Context: an optimization exercise on an open-source flow, tuned for small area. The choices shown serve that exercise and are no tape-out recipe.
In this exercise RTL edits were held to simulation tests only and were not proved equivalent to the original.
Power is estimated from default activity; no workload was simulated.

File: flow/design.v
package mips_pkg;
  localparam int data_w     = 32;  
  localparam int reg_addr_w = 5;   
  localparam logic [reg_addr_w-1:0] link_reg = 5'd31;  
endpackage
module branch_decoder (
  input  logic [31:0] inst,
  output logic        is_jump,    
  output logic        is_jreg,    
  output logic        is_eq,      
  output logic        is_ne,      
  output logic        is_lez,     
  output logic        is_gtz,     
  output logic        is_ltz,     
  output logic        is_gez,     
  output logic        link_en,
  output logic [4:0]  link_addr
);
  logic [5:0] op;
  logic [5:0] funct;
  logic [4:0] rt;
  logic       special;
  logic       regimm;
  logic       regimm_ok;
  assign op      = inst[31:26];
  assign funct   = inst[5:0];
  assign rt      = inst[20:16];
  assign special = (op == 6'h00);
  assign regimm  = (op == 6'h01);
  assign regimm_ok = regimm && (rt[3:1] == 3'b000);
  assign is_jump = (op[5:1] == 5'b00001);
  assign is_jreg = special && (funct[5:1] == 5'b00100);
  assign is_eq   = (op == 6'h04);
  assign is_ne   = (op == 6'h05);
  assign is_lez  = (op == 6'h06);
  assign is_gtz  = (op == 6'h07);
  assign is_ltz  = regimm_ok && !rt[0];
  assign is_gez  = regimm_ok && rt[0];
  assign link_en   = (op == 6'h03) || (is_jreg && funct[0]) || (regimm_ok && rt[4]);
  assign link_addr = (special) ? inst[15:11] : 5'd31;
endmodule
module reg_file (
  input  logic        clk,
  input  logic        rst,
  input  logic [4:0]  rs_addr,
  input  logic [4:0]  rt_addr,
  output logic [31:0] rs_enc,    
  output logic [31:0] rt_enc,    
  output logic        phase,
  input  logic        wr_en,
  input  logic [4:0]  wr_addr,
  input  logic [31:0] wr_data,
  input  logic        link_en,
  input  logic [4:0]  link_addr,
  input  logic [31:0] link_data
);
  logic [31:0] enc [1:31];   
  logic [31:0] nxt [1:31];
  logic [31:0] wr_x   [0:1];   
  logic [31:0] link_x [0:1];
  logic [31:0] rs_sel [0:1];   
  logic [31:0] rt_sel [0:1];
  logic        nrst;
  always_ff @(posedge clk) begin
    phase <= rst | !phase;
  end
  assign nrst = !rst;
  for (genvar h = 0; h < 2; h++) begin : g_bus
    for (genvar b = 0; b < 32; b++) begin : g_bit
      xor2_g wx (.a (wr_data[b]),   .b (phase), .y (wr_x[h][b]));
      xor2_g lx (.a (link_data[b]), .b (phase), .y (link_x[h][b]));
    end
  end
  for (genvar i = 1; i < 32; i++) begin : g_reg
    logic lhit, whit, lsel, wsel, hsel;
    assign lhit = link_en && (link_addr == i);
    assign whit = wr_en && (wr_addr == i);
    and2_g ls (.a (nrst), .b (lhit),               .y (lsel));
    and3_g ws (.a (nrst), .b (!lhit), .c (whit),   .y (wsel));
    and3_g hs (.a (nrst), .b (!lhit), .c (!whit),  .y (hsel));
    for (genvar b = 0; b < 32; b++) begin : g_bit
      rf_cell u_wr (
        .h  (hsel), .q  (enc[i][b]),
        .w  (wsel), .wd (wr_x[i / 16][b]),
        .l  (lsel), .ld (link_x[i / 16][b]),
        .y  (nxt[i][b])
      );
    end
    always_ff @(posedge clk) begin
      enc[i] <= nxt[i];
    end
  end
  logic [7:0] rs_hi, rt_hi;
  logic [3:0] rs_lo, rt_lo;
  for (genvar k = 0; k < 8; k++) begin : g_hi
    assign rs_hi[k] = (rs_addr[4:2] == k);
    assign rt_hi[k] = (rt_addr[4:2] == k);
  end
  for (genvar k = 0; k < 4; k++) begin : g_lo
    assign rs_lo[k] = (rs_addr[1:0] == k);
    assign rt_lo[k] = (rt_addr[1:0] == k);
  end
  for (genvar h = 0; h < 2; h++) begin : g_sel
    for (genvar i = 0; i < 32; i++) begin : g_reg
      and2_g ss (.a (rs_hi[i / 4]), .b (rs_lo[i % 4]), .y (rs_sel[h][i]));
      and2_g ts (.a (rt_hi[i / 4]), .b (rt_lo[i % 4]), .y (rt_sel[h][i]));
    end
  end
  for (genvar b = 0; b < 32; b++) begin : g_rd
    logic [31:0] col;
    assign col[0] = phase;
    for (genvar i = 1; i < 32; i++) begin : g_col
      assign col[i] = enc[i][b];
    end
    rd_slice rs_s (.v (col), .s (rs_sel[b / 16]), .y (rs_enc[b]));
    rd_slice rt_s (.v (col), .s (rt_sel[b / 16]), .y (rt_enc[b]));
  end
endmodule
module and2_g (
  input  logic a, b,
  output logic y
);
  assign y = a && b;
endmodule
module and3_g (
  input  logic a, b, c,
  output logic y
);
  assign y = a && b && c;
endmodule
module xor2_g (
  input  logic a, b,
  output logic y
);
  assign y = a ^ b;
endmodule
module rf_cell (
  input  logic h, q, w, wd, l, ld,
  output logic y
);
  assign y = !((h && q) || (w && wd) || (l && ld));
endmodule
module rd_slice (
  input  logic [31:0] v,
  input  logic [31:0] s,
  output logic        y
);
  logic [11:0] n;
  for (genvar k = 0; k < 10; k++) begin : g_ao
    rf_cell ao (
      .h (s[3*k]),   .q  (v[3*k]),
      .w (s[3*k+1]), .wd (v[3*k+1]),
      .l (s[3*k+2]), .ld (v[3*k+2]),
      .y (n[k])
    );
  end
  nand2_g t30 (.a (s[30]), .b (v[30]), .y (n[10]));
  nand2_g t31 (.a (s[31]), .b (v[31]), .y (n[11]));
  nand12 fin (.a (n), .y (y));
endmodule
module nand2_g (
  input  logic a, b,
  output logic y
);
  assign y = !(a && b);
endmodule
module nand12 (
  input  logic [11:0] a,
  output logic        y
);
  assign y = !(&a);
endmodule
module branch_gen (
  input  logic [31:0] pc,
  input  logic [31:0] pc4,
  input  logic [31:0] inst,
  input  logic        is_jump,
  input  logic        is_jreg,
  input  logic        is_eq,
  input  logic        is_ne,
  input  logic        is_lez,
  input  logic        is_gtz,
  input  logic        is_ltz,
  input  logic        is_gez,
  input  logic [31:0] rs_enc,    
  input  logic [31:0] rt_enc,    
  input  logic        phase,
  output logic        branch_flag,
  output logic [31:0] branch_addr
);
  logic [31:0] rs_data;
  logic        eq;
  logic        neg;
  logic        zero;
  logic        rel;
  logic [29:0] rel_word;
  logic [31:0] jump_target;
  logic [31:0] rel_target;
  assign rs_data = rs_enc ^ {32{phase}};
  assign eq      = (rs_enc == rt_enc);
  assign neg     = rs_data[31];
  assign zero    = (rs_enc == {32{phase}});
  assign rel = (is_eq && eq) || (is_ne && !eq) || (is_lez && (neg || zero)) ||
               (is_gtz && !(neg || zero)) || (is_ltz && neg) || (is_gez && !neg);
  assign rel_word    = pc[31:2] + {{14{inst[15]}}, inst[15:0]} + 30'd1;
  assign jump_target = {pc4[31:28], inst[25:0], 2'b00};
  assign rel_target  = {rel_word, pc[1:0]};
  assign branch_flag = is_jump || is_jreg || rel;
  assign branch_addr = ({32{is_jump}} & jump_target) | ({32{is_jreg}} & rs_data) |
                       ({32{rel}} & rel_target);
endmodule
module pc_reg #(
  parameter logic [31:0] RESET_VECTOR = 32'hbfc0_0000
) (
  input  logic        clk,
  input  logic        rst,
  input  logic        branch_flag,
  input  logic [31:0] branch_addr,   
  output logic [31:0] pc,
  output logic [31:0] pc4,
  output logic [31:0] link_data
);
  logic [31:3] c8;   
  logic [31:3] c4;   
  always_comb begin
    c8[3] = 1'b1;
    c4[3] = pc[2];
    for (int b = 4; b < 32; b++) begin
      c8[b] = c8[b-1] & pc[b-1];
      c4[b] = c4[b-1] & pc[b-1];
    end
  end
  assign pc4       = {pc[31:3] ^ c4, !pc[2], pc[1:0]};
  assign link_data = {pc[31:3] ^ c8, pc[2:0]};
  always_ff @(posedge clk) begin
    if (rst) pc <= RESET_VECTOR;
    else     pc <= branch_addr | (pc4 & {32{!branch_flag}});
  end
endmodule
module branch_unit_top #(
  parameter logic [31:0] RESET_VECTOR = 32'hbfc0_0000
) (
  input  logic        clk,
  input  logic        rst,
  input  logic [31:0] inst,
  input  logic        wr_en,
  input  logic [4:0]  wr_addr,
  input  logic [31:0] wr_data,
  output logic [31:0] pc,
  output logic        branch_flag,
  output logic [31:0] branch_addr
);
  logic        is_jump, is_jreg, is_eq, is_ne, is_lez, is_gtz, is_ltz, is_gez;
  logic        link_en;
  logic [4:0]  link_addr;
  logic [31:0] link_data;
  logic [31:0] pc4;
  logic [31:0] rs_enc;
  logic [31:0] rt_enc;
  logic        phase;
  branch_decoder decoder0 (
    .inst      (inst),
    .is_jump   (is_jump),
    .is_jreg   (is_jreg),
    .is_eq     (is_eq),
    .is_ne     (is_ne),
    .is_lez    (is_lez),
    .is_gtz    (is_gtz),
    .is_ltz    (is_ltz),
    .is_gez    (is_gez),
    .link_en   (link_en),
    .link_addr (link_addr)
  );
  reg_file regs0 (
    .clk       (clk),
    .rst       (rst),
    .rs_addr   (inst[25:21]),
    .rt_addr   (inst[20:16]),
    .rs_enc    (rs_enc),
    .rt_enc    (rt_enc),
    .phase     (phase),
    .wr_en     (wr_en),
    .wr_addr   (wr_addr),
    .wr_data   (wr_data),
    .link_en   (link_en),
    .link_addr (link_addr),
    .link_data (link_data)
  );
  branch_gen gen0 (
    .pc          (pc),
    .pc4         (pc4),
    .inst        (inst),
    .is_jump     (is_jump),
    .is_jreg     (is_jreg),
    .is_eq       (is_eq),
    .is_ne       (is_ne),
    .is_lez      (is_lez),
    .is_gtz      (is_gtz),
    .is_ltz      (is_ltz),
    .is_gez      (is_gez),
    .rs_enc      (rs_enc),
    .rt_enc      (rt_enc),
    .phase       (phase),
    .branch_flag (branch_flag),
    .branch_addr (branch_addr)
  );
  pc_reg #(
    .RESET_VECTOR (RESET_VECTOR)
  ) pc0 (
    .clk         (clk),
    .rst         (rst),
    .branch_flag (branch_flag),
    .branch_addr (branch_addr),
    .pc          (pc),
    .pc4         (pc4),
    .link_data   (link_data)
  );
endmodule
File: flow/flow/run.sh
#!/bin/bash
set -euo pipefail
export BUFFER_PORTS_ARGS="-buffer_cell sky130_fd_sc_hd__buf_2"
export CTS_ARGS="-sink_clustering_enable -repair_clock_nets -sink_clustering_size 30 -sink_clustering_max_diameter 100 -buf_list {sky130_fd_sc_hd__clkbuf_8 sky130_fd_sc_hd__clkbuf_16} -dont_use_dummy_load"
export FASTROUTE_TCL="$PWD/flow/fastroute.tcl"
export RECOVER_POWER=100
bash standard.sh finish > flow_make.log 2>&1
File: flow/flow/fastroute.tcl
# Global routing layers as the platform's fastroute.tcl sets them, but with
# less of met1 offered to the global router, so that the detailed router has
# room on met1 for pin access.
set_global_routing_layer_adjustment met1 0.65
set_global_routing_layer_adjustment met2-$::env(MAX_ROUTING_LAYER) 0.25

set_routing_layers -clock $::env(MIN_CLK_ROUTING_LAYER)-$::env(MAX_ROUTING_LAYER)
set_routing_layers -signal $::env(MIN_ROUTING_LAYER)-$::env(MAX_ROUTING_LAYER)
File: flow/standard.sh
#!/bin/bash
# synth_recipe.tcl (not shown) runs the flow's synth.tcl, then flattens the netlist and writes it again
# the make line also repeats each setting of config.mk as NAME=value (left out here)
make -C /OpenROAD-flow-scripts/flow DESIGN_CONFIG=/design/flow/config.mk WORK_HOME=/design/flow/orfs CLKGATE_MAP_FILE= SYNTH_SCRIPT=/design/flow/synth_recipe.tcl "${@:-finish}"
File: flow/config.mk
export PLATFORM = sky130hd
export DESIGN_NAME = branch_unit_top
export DESIGN_NICKNAME = branch_unit_top
export VERILOG_FILES = /design/flow/design.v
export SDC_FILE = /design/flow/constraint.sdc
export NUM_CORES = 4
export LEC_CHECK = 0
export CAP_MARGIN = 0
export CORE_MARGIN = 2
export CORE_UTILIZATION = 34
export CTS_BUF_LIST = sky130_fd_sc_hd__clkbuf_8 sky130_fd_sc_hd__clkbuf_16
export CTS_CLUSTER_DIAMETER = 100
export CTS_CLUSTER_SIZE = 30
export PLACE_DENSITY = 0.5
export SETUP_SLACK_MARGIN = 0.1
export SLEW_MARGIN = 0
export SYNTH_HIERARCHICAL = 1
File: flow/constraint.sdc
create_clock -name core_clock -period 9.0 [get_ports {clk}]
set_input_delay 1.8000 -clock core_clock [delete_from_list [all_inputs] [get_ports {clk}]]
set_output_delay 1.8000 -clock core_clock [all_outputs]
set_load 0.01 [all_outputs]
==> results_dict.tcl, run 1 <==
set metrics [dict create \
    core_mm2 0.137 \
    rr_endpoint "regs0.enc[11][31]" \
    reg2reg_depth 32 \
    pre_cts_slack_ps 237 \
    hold_buffers 0 \
    fmax_ghz 0.114 \
    antenna_found_initial 20 \
    path_class "in2out" \
    largest_reg_flops 992 \
    via_per_inst 8.19 \
    root_buffer "clkbuf_16" \
    post-route-period-util 0.979 \
    dp_hpwl_mm 207 \
    arrival_ps 7010 \
    worstHoldStart "regs0.enc[25][9]" \
    ys_warn_count 15 \
    vdd.ir_drop.worst_v 0.000148 \
    crit_fanout 21 \
    clock-sinks 1025 \
    initial_core_util 0.342 \
    worst_slew_pin_slew_ps 3380 \
    min_to "regs0.enc[25][9]" \
    grt.overflow.total 0 \
    portBuffers 136 \
    die_y_um 375 \
    synthCells 4195 \
    dieArea_mm2 0.141 \
    io_pins 137 \
    crit_path_top_delay_cell "a222oi_1" \
    grt_pass1_vias 56600 \
    fin_nets 4888 \
    gp_congestion 1.15 \
    area_growth_pct 14.7 \
    vias 53600 \
    wl_mm 300 \
    status "complete, but fails checks" \
    cellLeakagePower_nw 18.9 \
    hold_path.class "reg2reg" \
    period_minus_slack_ps 8810 \
    rr_startpoint "pc0.pc[3]" \
    final_cell_area_mm2 0.0538 \
    placed_area_mm2 0.0527 \
    clockBufferDepth 3 \
    rsz0062_at_grt "true" \
    drt_iter0_drc 10100 \
    avgSynthCellArea_um2 11.2 \
    drive_above_1_share 0.115 \
    p_per_area_mw_per_mm2 187 \
    antenna_left 0 \
    slew_headroom -1.25 \
    startpoint_type "primary input" \
    cts-htree-levels 2 \
    maxCapViolCount 33 \
    finalSetupViolations 0 \
    rrSetupSlack_ps 1260 \
    slowest_delay_ps 1110 \
    drv_slew 1152 \
    so_faults "max-capacitance violations, max-slew violations" \
    syn_nets 4352 \
    synthesis.area_mm2 0.0469 \
    cts_buffers 47 \
    wl_per_cell_um 45.8 \
    fill_cells 13800 \
    drc 0 \
    grt.total_usage 0.542 \
    cts_tree "built" \
    first_pass_iters 15 \
    rows 136 \
    tns_ps 0 \
    end_kind "primary output" \
    grt_max_degree 95 \
    stdcell_count 6540 \
    finClkSkew_ps 67.4 \
    finalHoldViolCount 0 \
    holdPathStages 1 \
    clkTransAtPathRegs_ps 120 \
    path_cells "buf_2 -> and3b_1 -> and2_2 -> a222oi_1 -> nand4_1 -> or3_1 -> or4_1 -> mux2i_1 -> nand4_1 -> o21bai_1 -> buf_4 -> mux2i_1 -> nand3_2 -> buf_12 -> a222oi_1 -> inv_1 -> clkbuf_1" \
    clk_latency_ps 740 \
    placedCellCount 6475 \
    die_x_um 375 \
    required_ps 7200 \
    grt_first_pass_wirelength_mm 414 \
    fin_ws_ps 192 \
]
-- stage by stage --
stage                      util  hold slack, ps  power, mW
after floorplan               -             466       6.30
after global placement    0.384             473       7.48
after detailed placement  0.384             483       7.49
after CTS                 0.393             498       9.94
after global routing      0.392             510       10.3
final                     0.392             500       10.1
-- cells in the final DEF, fill, tap and decap left out, types with 10 or more instances in the layout --
| master | count |
|---|---|
| dfxtp_1 | 1023 |
| a21oi_1 | 55 |
| nand4_1 | 208 |
| clkbuf_16 | 47 |
| diode_2 | 17 |
| nand2b_1 | 26 |
| buf_2 | 75 |
| a211o_1 | 10 |
| and3_1 | 67 |
| or3_1 | 65 |
| xnor2_1 | 11 |
| a22oi_1 | 16 |
| clkbuf_1 | 96 |
| buf_4 | 363 |
| inv_1 | 46 |
| o21ai_0 | 31 |
| mux2i_1 | 10 |
| and2_1 | 162 |
| ha_1 | 77 |
| a222oi_1 | 1646 |
| nor2_1 | 88 |
| nand2_1 | 220 |
| xor2_1 | 203 |
-- power by group --
group          internal [mW]  switching, mW  total (mW)
Combinational          0.717           1.58        2.30
Clock                  0.938           1.59        2.53
Sequential              4.91          0.334        5.24
-- cell type report --
| type | count | area (um2) | share of cell area |
|---|---|---|---|
| antenna | 17 | 42.5 | 0.000791 |
| tap | 1794 | 2240 | 0.0417 |
| multi-input combinational | 3073 | 26100 | 0.485 |
| timing repair buffer | 537 | 3520 | 0.0655 |
| inverter | 47 | 176 | 0.00328 |
| clock buffer | 47 | 1180 | 0.0219 |
| sequential | 1025 | 20500 | 0.382 |
-- worst max path at each step --
| stage | from | end | cells after the start |
|---|---|---|---|
| floorplan | pc0.pc[3] | branch_addr[31] | 31 |
| global route | pc0.pc[3] | branch_addr[31] | 32 |
| CTS | pc0.pc[3] | branch_addr[31] | 32 |
| detailed placement | inst[25] | branch_addr[10] | 17 |
| finish | inst[25] | branch_addr[10] | 17 |
| global placement | inst[24] | branch_addr[21] | 17 |
-- critical path: cells and delay by family --
family / cells / cell delay (ps)
AND/OR/NAND/NOR: 7 / 2300
AO/OA/AOI/OAI: 3 / 1570
buffers and inverters: 5 / 860
multiplexers: 2 / 440
-- timing repair --
action / in CTS / in global routing
buffers inserted: 0 / 1
setup endpoints to repair: 1 / 33
resized for setup: 3 / 22
gates cloned: 0 / 0
pin swaps: 0 / 3
-- routing by layer --
layer / track usage / vias to the layer above / wire [um]
li1: - / 21300 / -
met1: 0.711 / 25700 / 87100
met4: 0.434 / 42 / 36300
met2: 0.638 / 5238 / 124000
met5: 0.0727 / - / 1030
met3: 0.423 / 1331 / 51800
==> run 2: changes to the inputs <==
==> flow/flow/run.sh (replaced) <==
#!/bin/bash
set -euo pipefail
export BUFFER_PORTS_ARGS="-buffer_cell sky130_fd_sc_hd__buf_2"
export CTS_ARGS="-sink_clustering_enable -repair_clock_nets -sink_clustering_size 30 -sink_clustering_max_diameter 100 -buf_list {sky130_fd_sc_hd__clkbuf_8 sky130_fd_sc_hd__clkbuf_16} -dont_use_dummy_load"
export FASTROUTE_TCL="$PWD/flow/fastroute.tcl"
bash standard.sh finish > flow_make.log 2>&1
--- a/flow/config.mk
+++ b/flow/config.mk
@@ -5,7 +5,7 @@
 export SDC_FILE = /design/flow/constraint.sdc
 export NUM_CORES = 4
 export LEC_CHECK = 0
-export CAP_MARGIN = 0
+export CAP_MARGIN = 10
 export CORE_MARGIN = 2
 export CORE_UTILIZATION = 34
 export CTS_BUF_LIST = sky130_fd_sc_hd__clkbuf_8 sky130_fd_sc_hd__clkbuf_16
@@ -13,5 +13,5 @@
 export CTS_CLUSTER_SIZE = 30
 export PLACE_DENSITY = 0.5
 export SETUP_SLACK_MARGIN = 0.1
-export SLEW_MARGIN = 0
+export SLEW_MARGIN = 10
 export SYNTH_HIERARCHICAL = 1
==> run 2 against run 1 <==
Effect of this change:
- clock power about the same
- global-route usage is essentially flat
- register-to-register slack better by 910 ps
- final area increased by 0.39%
- critical endpoint unchanged
- fmax shrank 0.24%
- cell count about the same
- sequential power barely moved
- highest routed layer unchanged
- utilization grew 0.15 points
- now clean on timing, DRC and antenna
==> results_dict.tcl, run 2 <==
set metrics [dict create \
    status "complete, no violations" \
    path_class "in2out" \
    drc 0 \
    cp_num_buf_inv 5 \
    gp_congestion 1.15 \
    finalHoldViolCount 0 \
    drive_above_1_share 0.137 \
    portBuffers 136 \
    switchingPower_mw 3.50 \
    syn_nets 4352 \
    slowest_delay_ps 820 \
    fill_cells 13700 \
    antenna_found_initial 11 \
    grt_max_degree 95 \
    vdd.ir_drop.worst_v 0.000152 \
    required_ps 7200 \
    fin_ws_ps 171 \
    fin_nets 4891 \
    crit_fanout 21 \
    pwr-share-comb 0.229 \
    synthCells 4195 \
    core_mm2 0.137 \
    clockBufferDepth 3 \
    grt_first_pass_wirelength_mm 415 \
    synthesis.area_mm2 0.0469 \
    startpoint_type "primary input" \
    pwr-share-seq 0.520 \
    die_x_um 375 \
    wl_mm 300 \
    post-route-period-util 0.981 \
    avgSynthCellArea_um2 11.2 \
    first_pass_iters 15 \
    clock-sinks 1025 \
    rsz0062_at_grt "false" \
    cts_tree "built" \
    tns_ps 0 \
    finalSetupViolations 0 \
    largest_reg_flops 992 \
    drt_iter0_drc 10200 \
    pre_cts_slack_ps 237 \
    slew_headroom 0.130 \
    grt.overflow.total 0 \
    area_growth_pct 15.1 \
    finClkSkew_ps 79.0 \
    ys_warn_count 15 \
    cts-htree-levels 2 \
    maxCapViolCount 0 \
    rows 136 \
    worst_slew_pin_slew_ps 1300 \
    grt.total_usage 0.542 \
    hold_path.class "reg2reg" \
    cellLeakagePower_nw 19.3 \
    p_per_area_mw_per_mm2 186 \
    hold_ws_ps 502 \
    path_delay_family "simple AND/OR/NAND/NOR gates" \
    antenna_left 0 \
    root_buffer "clkbuf_16" \
    dp_hpwl_mm 207 \
    power_frac_clock 0.251 \
    drv_slew 0 \
    power_mw 10.1 \
    end_kind "primary output" \
    arrival_ps 7030 \
    final_common_cell "a222oi_1" \
    crit_path_top_delay_cell "a222oi_1" \
    layout_common_cells "a222oi_1, dfxtp_1, buf_4" \
    die_y_um 375 \
    path_cells "buf_2 -> and2_1 -> and2_1 -> a222oi_1 -> nand4_1 -> or3_1 -> xor2_1 -> nor4_1 -> nand4_1 -> nor2_1 -> buf_4 -> mux2i_1 -> nand3_2 -> buf_12 -> a222oi_1 -> inv_1 -> buf_2" \
    period_minus_slack_ps 8830 \
    via_per_inst 8.21 \
    dieArea_mm2 0.141 \
    clkTransAtPathRegs_ps 80 \
    sw_frac_of_total 0.348 \
    fmax_ghz 0.113 \
    cts_buffers 47 \
    clk_latency_ps 730 \
    io_pins 137 \
    grt_pass1_vias 56700 \
    wl_per_cell_um 45.9 \
    vias 53700 \
    intPower_mw 6.57 \
    initial_core_util 0.342 \
    hold_buffers 0 \
]
[run 2: power groups by stage]
stage / Combinational, mW / Sequential (mW) / Clock (mW)
after floorplan: 1.07 / 5.23 / 0
after global placement: 2.16 / 5.32 / 0
after detailed placement: 2.16 / 5.32 / 0
after CTS: 2.16 / 5.22 / 2.55
after global routing: 2.34 / 5.27 / 2.69
final: 2.30 / 5.24 / 2.53
[run 2: final cells by class]
cell class	count	area [um2]	area share
Multi-Input combinational cell	3073	26100	0.483
Sequential cell	1025	20500	0.380
Timing Repair Buffer	540	3750	0.0695
Tap cell	1794	2240	0.0416
Clock buffer	47	1180	0.0218
Inverter	47	176	0.00327
Antenna cell	11	27.5	0.000510
[run 2: routing by layer]
layer / GRT usage / routed length, um / vias up
li1: - / - / 21300
met3: 0.426 / 51300 / 1336
met1: 0.710 / 88300 / 25800
met2: 0.639 / 123000 / 5133
met5: 0.0731 / 871 / -
met4: 0.430 / 36400 / 36
[run 2: path summary, 6_finish.rpt]
path | startpoint | end | slack [ps] | cells past startpoint
hold / removal | regs0.enc[10][25] | regs0.enc[10][25] | 500 | 1
hold reg to reg | regs0.enc[10][25] | regs0.enc[10][25] | 500 | 1
setup reg to reg | pc0.pc[3] | regs0.enc[17][28] | 2170 | 28
setup / recovery | inst[16] | branch_addr[10] | 170 | 17
[run 2: through the flow]
step | instance area, um2 | utilization | cells
after global routing | 54000 | 0.394 | 6530
final | 54000 | 0.394 | 6537
after detailed placement | 52700 | 0.384 | 6476
after CTS | 53900 | 0.393 | 6523
after floorplan | 46900 | - | 4195
after global placement | 52700 | 0.384 | 6475
[run 2: worst reg2reg max path: cells and delay by family, from the launching register on]
family                   cells  cell delay, ps
AO/OA/AOI/OAI                1             230
flip-flops                   1             350
buffers and inverters        1             160
XOR/XNOR                     1            1020
adder cells (fa/ha/maj)     25            4900
[run 2: timing repair]
item,CTS,global route
resized for setup,3,17
pin swaps,0,5
setup endpoints to repair,1,33
buffers inserted,0,3
==> run 3: changes to the inputs <==
==> flow/flow/run.sh (replaced) <==
#!/bin/bash
set -euo pipefail
export BUFFER_PORTS_ARGS="-buffer_cell sky130_fd_sc_hd__buf_2"
export FASTROUTE_TCL="$PWD/flow/fastroute.tcl"
bash standard.sh finish > flow_make.log 2>&1
==> flow/config.mk (replaced) <==
export PLATFORM = sky130hd
export DESIGN_NAME = branch_unit_top
export DESIGN_NICKNAME = branch_unit_top
export VERILOG_FILES = /design/flow/design.v
export SDC_FILE = /design/flow/constraint.sdc
export NUM_CORES = 4
export LEC_CHECK = 0
export CAP_MARGIN = 20
export CORE_MARGIN = 2
export CORE_UTILIZATION = 34
export PLACE_DENSITY = 0.5
export SETUP_SLACK_MARGIN = 0.3
export SLEW_MARGIN = 20
export SYNTH_HIERARCHICAL = 1
==> run 3 against run 2 <==
Effect of this change:
- utilization increased by 2.4 points
- global-route usage increased by 0.54 points
- worst hold slack worse by 8.5 ps
- synthesized cell count unchanged
- power grew 28%
- flip-flop and latch count did not move
- setup slack improved by 40 ps
- final area rose by 6.2%
- die area unchanged
- cell count up 2.9%
- clock power up 110%
==> results_dict.tcl, run 3 <==
set metrics [dict create \
    status "complete, no violations" \
    arrival_ps 6990 \
    synthCells 4195 \
    cellLeakagePower_nw 20.8 \
    initial_core_util 0.342 \
    sw_frac_of_total 0.319 \
    end_kind "primary output" \
    grt_pass1_vias 57600 \
    drc 0 \
    drive_above_1_share 0.176 \
    post-route-period-util 0.977 \
    root_buffer "clkbuf_16" \
    dp_hpwl_mm 206 \
    area_growth_pct 22.3 \
    finalSetupViolations 0 \
    die_x_um 375 \
    fill_cells 13500 \
    first_pass_iters 12 \
    required_ps 7200 \
    power_frac_clock 0.412 \
    fin_nets 4980 \
    cts_tree "built" \
    ys_warn_count 15 \
    clk_latency_ps 810 \
    portBuffers 136 \
    grt.overflow.total 0 \
    worst_slew_pin_slew_ps 1250 \
    avgSynthCellArea_um2 11.2 \
    clockBufferDepth 3 \
    drt_iter0_drc 9967 \
    switchingPower_mw 4.10 \
    antenna_found_initial 20 \
    final_common_cell "a222oi_1" \
    gp_congestion 1.15 \
    core_mm2 0.137 \
    hold_buffers 0 \
    period_minus_slack_ps 8790 \
    layout_common_cells "a222oi_1, dfxtp_1, buf_4" \
    cts_buffers 115 \
    rows 136 \
    placedCellCount 6478 \
    clkTransAtPathRegs_ps 60 \
    grt_first_pass_wirelength_mm 419 \
    p_per_area_mw_per_mm2 224 \
    crit_fanout 21 \
    dieArea_mm2 0.141 \
    fmax_ghz 0.114 \
    largest_reg_flops 992 \
    die_y_um 375 \
    vias 54500 \
    hold_path.class "reg2reg" \
    vdd.ir_drop.worst_v 0.000161 \
    intPower_mw 8.76 \
    drv_slew 0 \
    rsz0062_at_grt "false" \
    synthesis.area_mm2 0.0469 \
    grt_max_degree 95 \
    io_pins 137 \
    via_per_inst 8.09 \
    wl_per_cell_um 44.9 \
    wl_mm 302 \
    maxCapViolCount 0 \
    cts-htree-levels 3 \
    pwr-share-comb 0.180 \
    utilization 0.418 \
    slew_headroom 0.164 \
    finClkSkew_ps 56.6 \
    hold_ws_ps 494 \
    rrSetupSlack_ps 550 \
    stdcell_count 6728 \
    grt.total_usage 0.547 \
    pwr-share-seq 0.408 \
    antenna_left 0 \
    clock-sinks 1025 \
    startpoint_type "primary input" \
    finalHoldViolCount 0 \
    syn_nets 4352 \
    path_class "in2out" \
]
-- run 3: area by class of cell --
class | instances | area [um2] | share of cell area
multi-input cells | 3073 | 26200 | 0.457
flip-flops and latches | 1025 | 20500 | 0.358
repair buffers | 561 | 3900 | 0.0680
clock buffers | 148 | 3180 | 0.0555
well taps | 1794 | 2240 | 0.0391
clock inverters | 68 | 1060 | 0.0185
inverters | 47 | 176 | 0.00308
diodes | 12 | 30.0 | 0.000524
-- run 3: through the flow --
| step | TNS, ps | instance area (um2) | power (mW) | setup slack [ps] |
|---|---|---|---|---|
| 2_1_floorplan | 0 | 46900 | 6.30 | 1520 |
| 3_3_place_gp | -3750 | 52700 | 7.48 | -185 |
| 3_5_place_dp | 0 | 52700 | 7.48 | 200 |
| 4_1_cts | 0 | 57200 | 12.7 | 235 |
| 5_1_grt | 0 | 57300 | 13.2 | 278 |
| 6_report | 0 | 57400 | 12.9 | 211 |
-- run 3: power by group through the flow --
stage / clock network [mW] / logic, mW / registers [mW]
6_report: 5.30 / 2.32 / 5.24
5_1_grt: 5.52 / 2.36 / 5.28
4_1_cts: 5.34 / 2.17 / 5.22
3_5_place_dp: 0 / 2.16 / 5.32
3_3_place_gp: 0 / 2.16 / 5.32
2_1_floorplan: 0 / 1.07 / 5.23
-- run 3: worst max-delay path, stage by stage --
cell	delay (ps)
buf_2	250
and3b_1	360
and2_1	410
buf_4	300
a222oi_1	390
nand4_1	620
or3_1	680
xor2_1	250
nor4_1	230
nand4_1	120
nor2_1	250
buf_4	200
mux2i_1	220
nand3_2	110
buf_12	170
a222oi_1	320
inv_1	120
buf_2	160
-- run 3: worst paths after layout --
kind	from	cells after the start	end
worst max-delay path	inst[18]	18	branch_addr[10]
worst min-delay path	regs0.enc[28][29]	1	regs0.enc[28][29]
worst max register to register	pc0.pc[2]	52	pc0.pc[31]
worst min register to register	regs0.enc[28][29]	1	regs0.enc[28][29]
-- run 3: timing repair --
action	in CTS	in global routing
setup endpoints to repair	28	34
resized for setup	11	51
pin swaps	3	22
setup buffers	21	0
-- run 3: routing by layer --
metal | track usage | part of all wire | vias to the layer above
met1 | 0.714 | 0.29 | 26100
met5 | 0.0875 | 0.0039 | -
met2 | 0.639 | 0.41 | 5312
li1 | - | - | 21600
met4 | 0.439 | 0.12 | 42
met3 | 0.436 | 0.17 | 1413

## re-timing with driven ports
The results above use ideal ports. As a check the final layouts listed here were re-extracted and re-timed, cells and wires unchanged.
Step 1: set_driving_cell puts a clkbuf_16 on clk and a buf_2 on each other input, an assumption about the parent block.
Step 2 times the ports against the registers' clock, not the clock port: input delays grow and output delays shrink by t, the midpoint of the rising clock arrivals with the driver on.
Three values: ideal, step 1, step 2; two values: the first two.
run	t, ns	setup WS [ns]	worst setup path at the end
run 1	0.786	0.192 / 0.171 / 0.171	input to output
run 2	0.773	0.171 / 0.147 / 0.147	input to output
run 3	0.867	0.211 / 0.189 / -0.472	input to register
With both steps, setup timing fails in run 3, where it was met with ideal ports. For run 3, which loses most, drivers alone change the setup slack by -0.022 ns; drivers and shift together by -0.683 ns.
